Context: an optimization exercise on an open-source flow, tuned for a short achievable clock period and few clock cycles. The choices shown serve that exercise and are no tape-out recipe.
In this exercise RTL edits were held to simulation tests only and were not proved equivalent to the original.
Power and IR drop assume default switching activity.

Setup of v6:
## mano_cpu
module mano_cpu #(
  parameter int ADDR_W = 12,
  parameter int MEM_AW = 8
) (
  input  logic                clk,
  input  logic                rst,
  input  logic                start,
  input  logic                mem_we,
  input  logic [MEM_AW-1:0]   mem_addr,
  input  logic [ADDR_W+3:0]   mem_wdata,
  output logic [ADDR_W+3:0]   mem_rdata,
  input  logic [7:0]          in_data,
  input  logic                in_valid,
  output logic                in_ready,
  output logic [7:0]          out_data,
  output logic                out_valid,
  input  logic                out_ready,
  output logic                running,
  output logic [ADDR_W-1:0]   pc,
  output logic [ADDR_W+3:0]   ac,
  output logic [ADDR_W+3:0]   ir,
  output logic                e,
  output logic [3:0]          sc
);
Size: ~14000 cells after synthesis, about 230000 um^2 of cells after synthesis.
export LEC_CHECK = 0
export ABC_CLOCK_PERIOD_IN_PS = 1500
export CAP_MARGIN = 20
export CELL_PAD_IN_SITES_DETAIL_PLACEMENT = 1
export CELL_PAD_IN_SITES_GLOBAL_PLACEMENT = 2
export CORE_MARGIN = 2
export CORE_UTILIZATION = 35
export SETUP_SLACK_MARGIN = 3
export SLEW_MARGIN = 20
export SYNTH_HIERARCHICAL = 1
export SYNTH_MEMORY_MAX_BITS = 8192
export TNS_END_PERCENT = 0
create_clock -name core_clock -period 9.0 [get_ports {clk}]
standard.sh (not shown) runs the stock make flow with config.mk's settings and CLKGATE_MAP_FILE= SYNTH_SCRIPT=/design/flow/synth_recipe.tcl, a recipe that flattens the netlist after the stock synthesis.
==> flow/flow/run.sh <==
#!/bin/bash
# The standard layout (the standard.sh, whole), except that the port
# buffers are inserted as sky130_fd_sc_hd__buf_8 cells rather than the
# resizer's default pick, a delay-buffer cell that the footprint-matched
# repair cannot resize away. All of make's output goes to layout.log here;
# each ORFS step also keeps its own log under orfs/logs.
set -euo pipefail
bash standard.sh "BUFFER_PORTS_ARGS=-buffer_cell sky130_fd_sc_hd__buf_8" finish > layout.log 2>&1
Every stage of the flow completed for v6, and the final layout passed the timing, DRC and antenna checks.
Testbench counts of v6, summed over its fixed seeds: cycles 10,300.
For v7, these inputs were changed with respect to v6:
# v6
export LEC_CHECK = 0
export ABC_CLOCK_PERIOD_IN_PS = 1500
export CAP_MARGIN = 20
export CELL_PAD_IN_SITES_DETAIL_PLACEMENT = 1
export CELL_PAD_IN_SITES_GLOBAL_PLACEMENT = 2
export CORE_MARGIN = 2
export CORE_UTILIZATION = 35
export SETUP_SLACK_MARGIN = 3
export SLEW_MARGIN = 20
export SYNTH_HIERARCHICAL = 1
export SYNTH_MEMORY_MAX_BITS = 8192
export TNS_END_PERCENT = 0
create_clock -name core_clock -period 9.0 [get_ports {clk}]
# v7
export LEC_CHECK = 0
export ABC_CLOCK_PERIOD_IN_PS = 1500
export CAP_MARGIN = 20
export CELL_PAD_IN_SITES_DETAIL_PLACEMENT = 1
export CELL_PAD_IN_SITES_GLOBAL_PLACEMENT = 2
export CORE_MARGIN = 2
export CORE_UTILIZATION = 35
export SETUP_SLACK_MARGIN = 2.5
export SLEW_MARGIN = 20
export SYNTH_HIERARCHICAL = 1
export SYNTH_MEMORY_MAX_BITS = 8192
export TNS_END_PERCENT = 10
create_clock -name core_clock -period 9.0 [get_ports {clk}]
==> comparison <==
- Of v7 and v6, it is v7 that has the higher average wire per cell in the routed design.
- v7 closes out successfully: all stages finished, all timing, DRC and antenna checks passed.
- Compared with v6, in v7 minimum clock period down 140 ps; critical path depth dropped 8; post-layout total power rose 0.78 mW; placer's final routability congestion estimate grew by 0.040; number of global-route vias before repair went up by 1.1%.
- Worst setup slack after placement in v7 is 230 ps higher than in v6
- | fraction of final layout cells sized beyond drive strength 1 | v7 vs v6 | 1.9 points higher |
- v7 vs. v6: met3 capacity usage during global routing went up by 0.48 points.

Another version of the RTL of mano_cpu (not shown whole).
For scale: roughly 110 I/O pins.
Settings: LEC_CHECK=0, ABC_CLOCK_PERIOD_IN_PS=1500, CAP_MARGIN=20, CELL_PAD_IN_SITES_DETAIL_PLACEMENT=1, CELL_PAD_IN_SITES_GLOBAL_PLACEMENT=2, CORE_MARGIN=2, CORE_UTILIZATION=35, SETUP_SLACK_MARGIN=3, SLEW_MARGIN=20, SYNTH_HIERARCHICAL=1, SYNTH_MEMORY_MAX_BITS=8192, TNS_END_PERCENT=0; clock period 9.0 ns.
Scripts as last shown in full above: flow/flow/run.sh
Testbench counts at the start, summed over its fixed seeds: cycles 10,300.
Next try:
SETUP_SLACK_MARGIN = 2.5   (was 3)
TNS_END_PERCENT = 10   (was 0)
After rerunning:
- The changed run went through all stages and came out clean
- synthesized area does not change
- total power increases by a few percent
- cell area increases by a few percent
- flip-flop and latch count stays the same

## port drivers added, routing unchanged
The flow's constraints put no driver on any port. The routed layouts listed below were extracted and timed again, unchanged, in two steps. Step 1: set_driving_cell puts a clkbuf_16 on clk and a buf_2 on each other input, an assumption about the parent block. Step 2 moves the port delays by t, midway between the first and last clock arrival at a register: inputs arrive t later, outputs are due t later. That takes back most of the time a late clock gives input paths. Three values: ideal ports, drivers, drivers and shift; two values: the first two.
| run | shift t [ns] | setup slack, ns | hold slack, ns | worst setup path after step 2 | clock arrival spread, ns |
|---|---|---|---|---|---|
| v6 | 1.246 | 1.478 / 1.478 / 0.569 | 0.496 / 0.496 / 0.496 | input to register | 0.079 / 0.078 |
| v7 | 1.216 | 1.617 / 1.569 / 0.743 | 0.492 / 0.492 / 0.492 | input to register | 0.120 / 0.120 |
| the first run of note 2 | 1.286 | 1.290 / 0.866 / 0.866 | 0.484 / 0.484 / 0.484 | input to output | 0.077 / 0.077 |
| the second run of note 2 | 1.263 | 1.386 / 0.867 / 0.867 | 0.484 / 0.484 / 0.484 | input to output | 0.092 / 0.092 |
After both steps setup and hold are still met in every run listed. For v6, which loses most, drivers alone change the setup slack by 0.000 ns; drivers and shift together by -0.909 ns.
